From an optimization exercise on the open Yosys and OpenROAD flow, aimed at small area, a short achievable clock period and few clock cycles per item; shortcuts taken in it are not production practice. Only simulation tests tie the RTL to the original design; equivalence was not proved.

<file path="flow/constraint.sdc">
create_clock -name core_clock -period 12.0 [get_ports {i_clk}]
set_input_delay 2.4000 -clock core_clock [delete_from_list [all_inputs] [get_ports {i_clk}]]
set_output_delay 2.4000 -clock core_clock [all_outputs]
set_load 0.01 [all_outputs]
</file>
<file path="flow/run.sh">
#!/bin/bash
# synth_recipe.tcl (not shown) runs the flow's synth.tcl, then flattens the netlist and writes it again
# the make line also repeats each setting of config.mk as NAME=value (left out here)
make -C /OpenROAD-flow-scripts/flow DESIGN_CONFIG=/design/flow/config.mk WORK_HOME=/design/flow/orfs CLKGATE_MAP_FILE= SYNTH_SCRIPT=/design/flow/synth_recipe.tcl finish
</file>
<file path="flow/config.mk">
export PLATFORM = sky130hd
export DESIGN_NAME = hex_neighbour_order
export DESIGN_NICKNAME = hex_neighbour_order
export VERILOG_FILES = /design/flow/design.v
export SDC_FILE = /design/flow/constraint.sdc
export NUM_CORES = 4
export LEC_CHECK = 0
export CAP_MARGIN = 20
export CORE_MARGIN = 2
export CORE_UTILIZATION = 40
export SLEW_MARGIN = 20
export SYNTH_MEMORY_MAX_BITS = 8192
</file>
<file path="flow/design.v">
`timescale 1ns / 1ps
package hno_pkg;
    localparam logic [15:0] RADIUS_RESET = 16'd256;
    localparam logic [15:0] SQRT3_HALF_Q16 = 16'd56756;
endpackage
`timescale 1ns / 1ps
module hno_ram (
    input  logic       i_clk,
    input  logic       i_clr,
    input  logic       i_on_a,
    input  logic [9:0] i_addr_a,
    input  logic       i_on_b,
    input  logic [9:0] i_addr_b,
    output logic       o_free_a,
    output logic       o_free_b
);
    logic [1023:0] r_map;
    logic          w_ma, w_mb;
    assign w_ma = r_map[i_addr_a];
    assign w_mb = r_map[i_addr_b];
    assign o_free_a = i_on_a && !w_ma;
    assign o_free_b = i_on_b && !w_mb && !(o_free_a && (i_addr_a == i_addr_b));
    always_ff @(posedge i_clk) begin
        if (i_clr) begin
            r_map <= '0;
        end else begin
            if (o_free_a) r_map[i_addr_a] <= 1'b1;
            if (o_free_b) r_map[i_addr_b] <= 1'b1;
        end
    end
endmodule
`timescale 1ns / 1ps
`timescale 1ns / 1ps
`timescale 1ns / 1ps
module hex_neighbour_order
#(
    parameter int GRID_SIDE = 32
) (
    input  logic        i_clk,
    input  logic        i_rst_n,
    input  logic        i_cfg_we,
    input  logic [15:0] i_cfg_wdata,    
    input  logic        i_s_tvalid,
    output logic        o_s_tready,
    input  logic [39:0] i_s_tdata,      
    output logic        o_m_tvalid,
    input  logic        i_m_tready,
    output logic [47:0] o_m_tdata,      
    output logic        o_m_tlast,
    output logic [0:0]  o_m_tuser       
);
    localparam int QD = 4;
    localparam logic [2:0] T_NONE = 3'd0;
    localparam logic [2:0] T_S    = 3'd1;
    localparam logic [2:0] T_K    = 3'd2;
    localparam logic [2:0] T_PK   = 3'd3;
    localparam logic [2:0] T_NK   = 3'd4;
    localparam logic [2:0] T_Y    = 3'd5;
    function automatic logic signed [19:0] f_sat(input logic signed [21:0] v);
        if (v > 22'sd524287) begin
            f_sat = 20'sh7FFFF;
        end else if (v < -22'sd524288) begin
            f_sat = 20'sh80000;
        end else begin
            f_sat = v[19:0];
        end
    endfunction
    logic r_rst;
    always_ff @(posedge i_clk) begin
        r_rst <= !i_rst_n;
    end
    logic [15:0]        r_radius;
    logic [15:0]        r_s;          
    logic signed [33:0] r_kn;         
    logic [1:0]         r_cseq;       
    logic [15:0]        w_h;
    assign w_h = 16'(({1'b0, r_radius} + 17'd1) >> 1);
    logic [15:0]        r_ma;
    logic signed [22:0] r_mb;
    logic [2:0]         r_mt;
    logic signed [40:0] w_prod;
    logic signed [40:0] w_madd;
    logic signed [40:0] r_pk, r_nk, r_y;
    always_comb begin
        case (r_mt)
            T_S:        w_madd = 41'sd32768;
            T_PK, T_NK: w_madd = 41'(r_kn);
            default:    w_madd = '0;
        endcase
    end
    assign w_prod = 41'($signed({1'b0, r_ma}) * r_mb) + w_madd;
    logic               r_ag;         
    logic [1:0]         r_ph;         
    logic signed [19:0] r_cx, r_cy;
    logic               r_have;
    logic signed [19:0] r_ox, r_oy;
    logic [2:0]         r_F;          
    logic               w_rdy, w_acc, w_pop;
    assign w_rdy = !r_rst && (r_cseq == 2'd0 || r_cseq == 2'd3) &&
                   (!r_ag || r_ph == 2'd2) && (r_F != 3'(QD));
    assign w_acc = i_s_tvalid && w_rdy;
    assign o_s_tready = w_rdy;
    logic signed [16:0] w_oxa, w_oya, w_oxb, w_oyb;
    logic signed [19:0] w_pxa, w_pya, w_pxb, w_pyb;
    logic signed [25:0] w_va, w_vb;
    logic               w_ona, w_onb;
    logic [9:0]         w_aa, w_ab;
    always_comb begin
        case (r_ph)
            2'd0: begin
                w_oxa = '0;                        w_oya = $signed({1'b0, r_radius});
                w_oxb = $signed({1'b0, r_s});      w_oyb = $signed({1'b0, w_h});
            end
            2'd1: begin
                w_oxa = $signed({1'b0, r_s});      w_oya = -$signed({1'b0, w_h});
                w_oxb = '0;                        w_oyb = -$signed({1'b0, r_radius});
            end
            default: begin
                w_oxa = -$signed({1'b0, r_s});     w_oya = -$signed({1'b0, w_h});
                w_oxb = -$signed({1'b0, r_s});     w_oyb = $signed({1'b0, w_h});
            end
        endcase
    end
    assign w_pxa = f_sat(22'(r_cx) + 22'(w_oxa));
    assign w_pya = f_sat(22'(r_cy) + 22'(w_oya));
    assign w_pxb = f_sat(22'(r_cx) + 22'(w_oxb));
    assign w_pyb = f_sat(22'(r_cy) + 22'(w_oyb));
    assign w_va  = 26'(w_pxa) + (26'(w_pya) <<< 5);
    assign w_vb  = 26'(w_pxb) + (26'(w_pyb) <<< 5);
    assign w_ona = (w_va > -26'sd256) && (w_va < 26'sd262144);
    assign w_onb = (w_vb > -26'sd256) && (w_vb < 26'sd262144);
    assign w_aa  = w_va[25] ? 10'd0 : w_va[17:8];
    assign w_ab  = w_vb[25] ? 10'd0 : w_vb[17:8];
    logic signed [20:0] w_dx, w_dy;
    logic [19:0]        w_roomp, w_roomn;
    logic [15:0]        w_ap, w_an;
    assign w_dx = 21'(r_cx) - 21'(r_ox);
    assign w_dy = 21'(r_cy) - 21'(r_oy);
    assign w_roomp = {r_cx[19], ~r_cx[18:0]};     
    assign w_roomn = {~r_cx[19], r_cx[18:0]};     
    assign w_ap = (w_roomp < 20'(r_s)) ? w_roomp[15:0] : r_s;
    assign w_an = (w_roomn < 20'(r_s)) ? w_roomn[15:0] : r_s;
    logic               r_lv;
    logic [1:0]         r_lph;
    logic [9:0]         r_la, r_lb;
    logic               r_lona, r_lonb;
    logic               w_fa, w_fb;
    logic [5:0]         r_free;
    hno_ram u_map (
        .i_clk    (i_clk),
        .i_clr    (r_rst),
        .i_on_a   (r_lv && r_lona),
        .i_addr_a (r_la),
        .i_on_b   (r_lv && r_lonb),
        .i_addr_b (r_lb),
        .o_free_a (w_fa),
        .o_free_b (w_fb)
    );
    logic               r_sv;
    logic signed [20:0] r_dyd;        
    logic               r_dyneg, r_dyzero;
    logic signed [42:0] w_b, w_ym, w_yp3, w_pk, w_nk, w_e;
    logic               w_yle0, w_bge0;
    logic [5:0][5:0]    w_bef;        
    logic [5:0][2:0]    w_rank;
    assign w_pk  = 43'(r_pk);
    assign w_nk  = 43'(r_nk);
    assign w_b   = 43'(r_y) + 43'(r_dyd);
    assign w_ym  = 43'(r_y) - 43'(r_dyd);
    assign w_yp3 = (43'(r_y) <<< 1) + w_b;
    assign w_e   = w_nk - w_pk;
    assign w_yle0 = (r_radius == 16'd0) || r_dyneg || r_dyzero;
    assign w_bge0 = (r_radius == 16'd0) || !r_dyneg;
    logic [5:0][5:0]    c;
    always_comb begin
        c = '0;
        c[0][1] = (w_pk - w_ym)  >= 0;
        c[0][2] = (w_pk - w_yp3) >= 0;
        c[0][3] = w_yle0;
        c[0][4] = (w_nk - w_yp3) >= 0;
        c[0][5] = (w_nk - w_ym)  >= 0;
        c[1][2] = w_yle0;
        c[1][3] = (w_pk + w_yp3) <= 0;
        c[1][4] = (w_e - (w_b <<< 1)) >= 0;
        c[1][5] = w_e >= 0;
        c[2][3] = (w_pk + w_ym)  <= 0;
        c[2][4] = w_e >= 0;
        c[2][5] = (w_e + (w_b <<< 1)) >= 0;
        c[3][4] = (w_nk + w_ym)  >= 0;
        c[3][5] = (w_nk + w_yp3) >= 0;
        c[4][5] = w_bge0;
        for (int j = 0; j < 6; j++) begin
            for (int k = 0; k < 6; k++) begin
                if (j < k)      w_bef[j][k] = c[j][k];
                else if (j > k) w_bef[j][k] = !c[k][j];
                else            w_bef[j][k] = 1'b0;
            end
        end
        for (int k = 0; k < 6; k++) begin
            w_rank[k] = '0;
            for (int j = 0; j < 6; j++) begin
                w_rank[k] = w_rank[k] + 3'(r_free[j] && w_bef[j][k]);
            end
        end
    end
    logic signed [19:0] e_cx [QD];
    logic signed [19:0] e_cy [QD];
    logic [5:0]         e_free [QD];
    logic [5:0][2:0]    e_rank [QD];
    logic [QD-1:0]      e_done;
    logic [1:0]         r_wp, r_sp, r_rp;
    logic [2:0]         r_slot;
    logic               r_ov;
    logic [47:0]        r_odata;
    logic               r_olast;
    logic               r_ouser;
    logic               w_load;
    logic [5:0]         w_hfree;
    logic [5:0][2:0]    w_hrank;
    logic [2:0]         w_hn;
    logic [2:0]         w_k;
    logic               w_empty, w_last;
    logic signed [16:0] w_oox, w_ooy;
    logic signed [19:0] w_opx, w_opy;
    assign w_hfree = e_free[r_rp];
    assign w_hrank = e_rank[r_rp];
    assign w_load  = (!r_ov || i_m_tready) && e_done[r_rp];
    assign w_empty = (w_hfree == 6'd0);
    always_comb begin
        w_hn = '0;
        for (int j = 0; j < 6; j++) w_hn = w_hn + 3'(w_hfree[j]);
        w_k = '0;
        for (int j = 0; j < 6; j++) begin
            if (w_hfree[j] && (w_hrank[j] == r_slot)) w_k = 3'(j);
        end
    end
    assign w_last = w_empty || (r_slot == w_hn - 3'd1);
    always_comb begin
        case (w_k)
            3'd0:    begin w_oox = '0;                      w_ooy = $signed({1'b0, r_radius}); end
            3'd1:    begin w_oox = $signed({1'b0, r_s});    w_ooy = $signed({1'b0, w_h}); end
            3'd2:    begin w_oox = $signed({1'b0, r_s});    w_ooy = -$signed({1'b0, w_h}); end
            3'd3:    begin w_oox = '0;                      w_ooy = -$signed({1'b0, r_radius}); end
            3'd4:    begin w_oox = -$signed({1'b0, r_s});   w_ooy = -$signed({1'b0, w_h}); end
            default: begin w_oox = -$signed({1'b0, r_s});   w_ooy = $signed({1'b0, w_h}); end
        endcase
    end
    assign w_opx = f_sat(22'(e_cx[r_rp]) + 22'(w_oox));
    assign w_opy = f_sat(22'(e_cy[r_rp]) + 22'(w_ooy));
    assign w_pop = w_load && w_last;
    always_ff @(posedge i_clk) begin
        if (i_cfg_we) begin
            r_radius <= i_cfg_wdata;
        end else if (r_rst) begin
            r_radius <= hno_pkg::RADIUS_RESET;
        end
        if (i_cfg_we) begin
            r_cseq <= 2'd1;
        end else if (r_rst) begin
            r_cseq <= 2'd0;
        end else if (r_cseq != 2'd0) begin
            r_cseq <= r_cseq + 2'd1;
        end
        if (r_rst) begin
            r_s  <= 16'd222;
            r_kn <= -34'sd49152;
        end else begin
            if (r_mt == T_S) r_s  <= w_prod[31:16];
            if (r_mt == T_K) r_kn <= w_prod[33:0];
        end
        if (r_mt == T_PK) r_pk <= w_prod;
        if (r_mt == T_NK) r_nk <= w_prod;
        if (r_mt == T_Y)  r_y  <= w_prod;
        if (r_cseq == 2'd1) begin
            r_ma <= r_radius;
            r_mb <= 23'sd56756;
            r_mt <= T_S;
        end else if (r_cseq == 2'd2) begin
            r_ma <= r_radius - w_h;
            r_mb <= -$signed({7'd0, r_radius} + {7'd0, w_h});
            r_mt <= T_K;
        end else if (r_ag) begin
            case (r_ph)
                2'd0: begin
                    r_ma <= w_ap;
                    r_mb <= (23'(w_dx) <<< 1) + $signed({7'd0, w_ap});
                    r_mt <= T_PK;
                end
                2'd1: begin
                    r_ma <= w_an;
                    r_mb <= $signed({7'd0, w_an}) - (23'(w_dx) <<< 1);
                    r_mt <= T_NK;
                end
                default: begin
                    r_ma <= r_radius;
                    r_mb <= 23'(w_dy);
                    r_mt <= T_Y;
                end
            endcase
        end else begin
            r_mt <= T_NONE;
        end
        if (r_rst) r_mt <= T_NONE;
        if (r_ag && r_ph == 2'd2) begin
            r_dyd    <= r_radius[0] ? w_dy : 21'sd0;
            r_dyneg  <= w_dy < 0;
            r_dyzero <= w_dy == 0;
        end
        if (w_acc) begin
            r_cx <= $signed(i_s_tdata[19:0]);
            r_cy <= $signed(i_s_tdata[39:20]);
        end
        if (r_rst) begin
            r_have <= 1'b0;
        end else if (w_acc && !r_have) begin
            r_have <= 1'b1;
            r_ox   <= $signed(i_s_tdata[19:0]);
            r_oy   <= $signed(i_s_tdata[39:20]);
        end
        if (r_rst) begin
            r_ag <= 1'b0;
            r_ph <= 2'd0;
        end else if (w_acc) begin
            r_ag <= 1'b1;
            r_ph <= 2'd0;
        end else if (r_ag) begin
            r_ag <= (r_ph != 2'd2);
            r_ph <= r_ph + 2'd1;
        end
        if (r_rst) begin
            r_F <= '0;
        end else begin
            r_F <= r_F + 3'(w_acc) - 3'(w_pop);
        end
        if (r_rst) begin
            r_lv <= 1'b0;
        end else begin
            r_lv <= r_ag;
        end
        r_lph  <= r_ph;
        r_la   <= w_aa;
        r_lb   <= w_ab;
        r_lona <= w_ona;
        r_lonb <= w_onb;
        if (r_lv) begin
            case (r_lph)
                2'd0:    r_free[1:0] <= {w_fb, w_fa};
                2'd1:    r_free[3:2] <= {w_fb, w_fa};
                default: r_free[5:4] <= {w_fb, w_fa};
            endcase
        end
        if (r_rst) begin
            r_sv <= 1'b0;
        end else begin
            r_sv <= r_lv && (r_lph == 2'd2);
        end
        if (w_acc) begin
            e_cx[r_wp] <= $signed(i_s_tdata[19:0]);
            e_cy[r_wp] <= $signed(i_s_tdata[39:20]);
        end
        if (r_sv) begin
            e_free[r_sp] <= r_free;
            e_rank[r_sp] <= w_rank;
        end
        if (r_rst) begin
            r_wp   <= '0;
            r_sp   <= '0;
            r_rp   <= '0;
            e_done <= '0;
            r_slot <= '0;
        end else begin
            if (w_acc) r_wp <= r_wp + 2'd1;
            if (r_sv) r_sp <= r_sp + 2'd1;
            for (int q = 0; q < QD; q++) begin
                if (r_sv && r_sp == 2'(q)) e_done[q] <= 1'b1;
                else if (w_pop && r_rp == 2'(q)) e_done[q] <= 1'b0;
            end
            if (w_load) begin
                if (w_last) begin
                    r_slot <= '0;
                    r_rp   <= r_rp + 2'd1;
                end else begin
                    r_slot <= r_slot + 3'd1;
                end
            end
        end
        if (r_rst) begin
            r_ov <= 1'b0;
        end else if (w_load) begin
            r_ov <= 1'b1;
        end else if (i_m_tready) begin
            r_ov <= 1'b0;
        end
        if (w_load) begin
            r_odata <= w_empty ? 48'd0 : {5'd0, w_opy, w_opx, w_k};
            r_olast <= w_last;
            r_ouser <= !w_empty;
        end
    end
    assign o_m_tvalid   = r_ov;
    assign o_m_tdata    = r_odata;
    assign o_m_tlast    = r_olast;
    assign o_m_tuser[0] = r_ouser;
endmodule
</file>
==> summary.txt <==
per-layer routing:
metal	share of wire, %	global-route usage (%)	vias up
met2	42	44.73	6349
met4	7.1	18.76	50
li1	-	-	50110
met5	0.10	0	-
met3	11	8.270	1352
met1	40	39.78	56390
how the worst min path moves through the flow:
stage	endpoint	slack [ns]	cells past startpoint
after global routing	r_lph[1]	0.41	0
after detailed placement	r_lph[1]	0.38	0
after CTS	r_lph[1]	0.40	0
final	r_lph[1]	0.40	0
after floorplan	r_lph[1]	0.37	0
after global placement	r_lph[1]	0.37	0
cells by family (layout without fill, tap and decap cells):
logic type                 after synthesis  count (layout)  synth area share [%]
AOI/OAI and AO/OA                     3847            3847                 19.63
and+or+nand+nor                       3490            3490                 12.13
buffers and inverters                 1923            1773                 5.844
DFF                                   1705            1705                 30.19
adders and majority gates             1466            1466                 16.50
muxes                                  811             811                 12.03
xor gates and xnor gates               551             551                 3.673
other                                    1              60              0.002854
placed cells by master (no fill, tap or decap), types with 65 or more instances in the layout:
cell type / Yosys / routed
nand2_1: 1548 / 1539
dfxtp_1: 1152 / 1140
inv_1: 1060 / 1056
ha_1: 1020 / 1018
o21ai_0: 935 / 932
a21oi_1: 700 / 697
nor2_1: 676 / 669
mux4_2: 612 / 612
edfxtp_1: 553 / 553
a22oi_1: 537 / 537
o221ai_1: 530 / 530
fa_1: 445 / 445
xnor2_1: 389 / 387
and2_1: 249 / 249
buf_4: 28 / 229
a21o_1: 201 / 201
clkbuf_16: 0 / 201
nor3_1: 217 / 198
nand3_1: 187 / 180
mux2i_1: 170 / 170
xor2_1: 162 / 161
o21bai_1: 146 / 146
nand2b_1: 122 / 122
clkdlybuf4s50_1: 0 / 107
nor2b_1: 107 / 106
nand4_1: 80 / 80
o21a_1: 72 / 72
a31oi_1: 71 / 71
o211ai_1: 71 / 71
a211oi_1: 65 / 65
registers in the layout, summed over array words and instances (netlist names), 21 cells and up, named ones only:
signal,cells
r_pk,41
r_y,41
e_rank,60
e_free,24
r_dyd,21
e_cx,80
u_map.r_map,1024
e_cy,80
r_odata,43
r_kn,34
r_nk,41
r_mb,23
worst max-delay path, delay by kind of cell (launching register included):
kind / cells / cell delay [ns]
buffers and inverters: 2 / 0.22
flip-flops: 1 / 0.46
XOR/XNOR: 2 / 0.35
AND/OR/NAND/NOR: 9 / 2.15
adder cells (fa/ha/maj): 6 / 2.35
AO/OA/AOI/OAI: 21 / 5.60
per-stage QoR:
step	cell area (sq um)	utilization, %
2_1_floorplan	131400	-
3_3_place_gp	136500	41.72
3_5_place_dp	136500	41.73
4_1_cts	143000	43.73
5_1_grt	143200	43.78
6_report	143300	43.80
cell type report:
| class | count | share of cell area (%) |
|---|---|---|
| clock inverters | 84 | 0.6646 |
| well taps | 4346 | 3.795 |
| repair buffers | 350 | 2.091 |
| inverters | 1071 | 2.812 |
| flip-flops and latches | 1705 | 27.72 |
| multi-input cells | 10170 | 58.94 |
| clock buffers | 268 | 3.889 |
| diodes | 55 | 0.09606 |
==> results.toml <==
[cts]
clock_path_buffers = 4
cts_tree = "yes"
cts.htree.levels = 4
post_cts_buffers = 0
cts_sinks = 1705
numCtsBuffers = 196
clk_latency_ns = 0.93
cts_resized = 0
cts.clk_slew.worst_paths_ns = 0.06
postCtsHoldBufs = 0
cts-root-buf = "clkbuf_16"

[setup_path]
end_kind = "flip-flop"
arrival_ns = 12.02
path_class = "reg2reg"
crit_path_start_kind = "flip-flop"
critPathMaxFanout = 10
ff2ff_setup_slack_ns = 0.53
crit_slowest_cell = "o41ai_1"
critPathMaxStageDelay_ns = 0.62
required_ns = 12.55
cp-startpoint = "r_y[13]"
reg2reg_from = "r_y[13]"
endpoint = "e_rank[3][10]"
crit-reg2reg-capture = "e_rank[3][10]"
ff2ff_path_depth = 40

[sta]
final.setup.worst_slack_ns = 0.5325
tightest_slew_ns = 1.418
setup_violations = 0
drv_slew = 0
relSlewSlack_pct = 4.285
finalSetupTns_ns = 0
rsz0062_at_grt = "no"
finClkSkew_ns = 0.1132
whs_ns = 0.3968
max_freq_ghz = 0.08720
fin_crit_ns = 11.47
finalCritPeriodShare_pct = 95.56
hold_viol = 0

[die]
fp.dieH_um = 577.2
die-area_sq_um = 333100
ios = 113
core_area_sq_um = 327100
rows = 210
die_width_um = 577.2
initial_utilization_pct = 40.17

[synth]
ys.flop_type = "dfxtp_1"
netlist_instances = 13790
yosysMostFrequentCell = "nand2_1"
netlist_area_sq_um = 131400
ys_seq_elements = 1705
yosysSeqAreaShare_pct = 30.19
yosysWarningCount = 2
synth.avg_cell_area_sq_um = 9.526
synth_common_cells = "nand2_1 (1548), dfxtp_1 (1152), inv_1 (1060), ha_1 (1020), o21ai_0 (935)"
synth_area_leaders = "dfxtp_1 (18%), edfxtp_1 (13%), mux4_2 (10%)"
synth_cell_types = 92
synth_top_area_cell = "dfxtp_1"
synth_top_area_share_pct = 17.55
synth-edff-count = 553
async_flop_share_pct = 0

[flow_run]
max_cap_violations = 0

[run_status]
status = "finished clean"

[grt]
grt_pass1_vias = 107500
grt.overflow.total = 0
grt_max_degree = 171
grtUsageTotal_pct = 30.46
antenna_found_initial = 82
grt_pass1_wl_um = 751200

[route]
via_count = 114200
wl_um = 523700
vias_per_cell = 6.330
drtIter0Drc = 14380
ant_nets = 0
drt_pass1_iterations = 8
drc = 0
wl_per_cell_um = 29.01

[hold_path]
hp-start = "r_ph[1]"
hold_class = "reg2reg"

[final_layout]
drive_gt1_share_pct = 9.965
area_growth_pct = 9.036
final_nets = 15020
multiInputGateArea_sq_um = 84440
fin_cells = 18050
nFillCells = 31750
seqCellArea_sq_um = 39710

[placed_design]
portBuffers = 107
place_inst = 17640
dp_hpwl_um = 388900
post-place-ws_ns = 0.6827
gp_congestion = 1.075
Testbench counts, summed over its fixed seeds: cycles 8,218, items 2,400.

port drivers added, routing unchanged:
The results above use ideal ports. As a check the final layout listed here was re-extracted and re-timed, cells and wires unchanged.
Step 1: set_driving_cell puts a clkbuf_16 on i_clk and a buf_2 on each other input, an assumption about the parent block.
Step 2 also shifts input and output timing later by t, the mid clock arrival at the registers, as if the neighbouring blocks saw the same clock.
a / b / c = ideal / step 1 / step 2; a / b = the first two.
t, ns: 0.982
setup WS [ns]: 0.533 / 0.533 / 0.533
worst setup path at the end: register to register
After both steps this run still meets setup and hold. For this run, drivers alone change the setup slack by 0.000 ns; drivers and shift together by 0.000 ns.
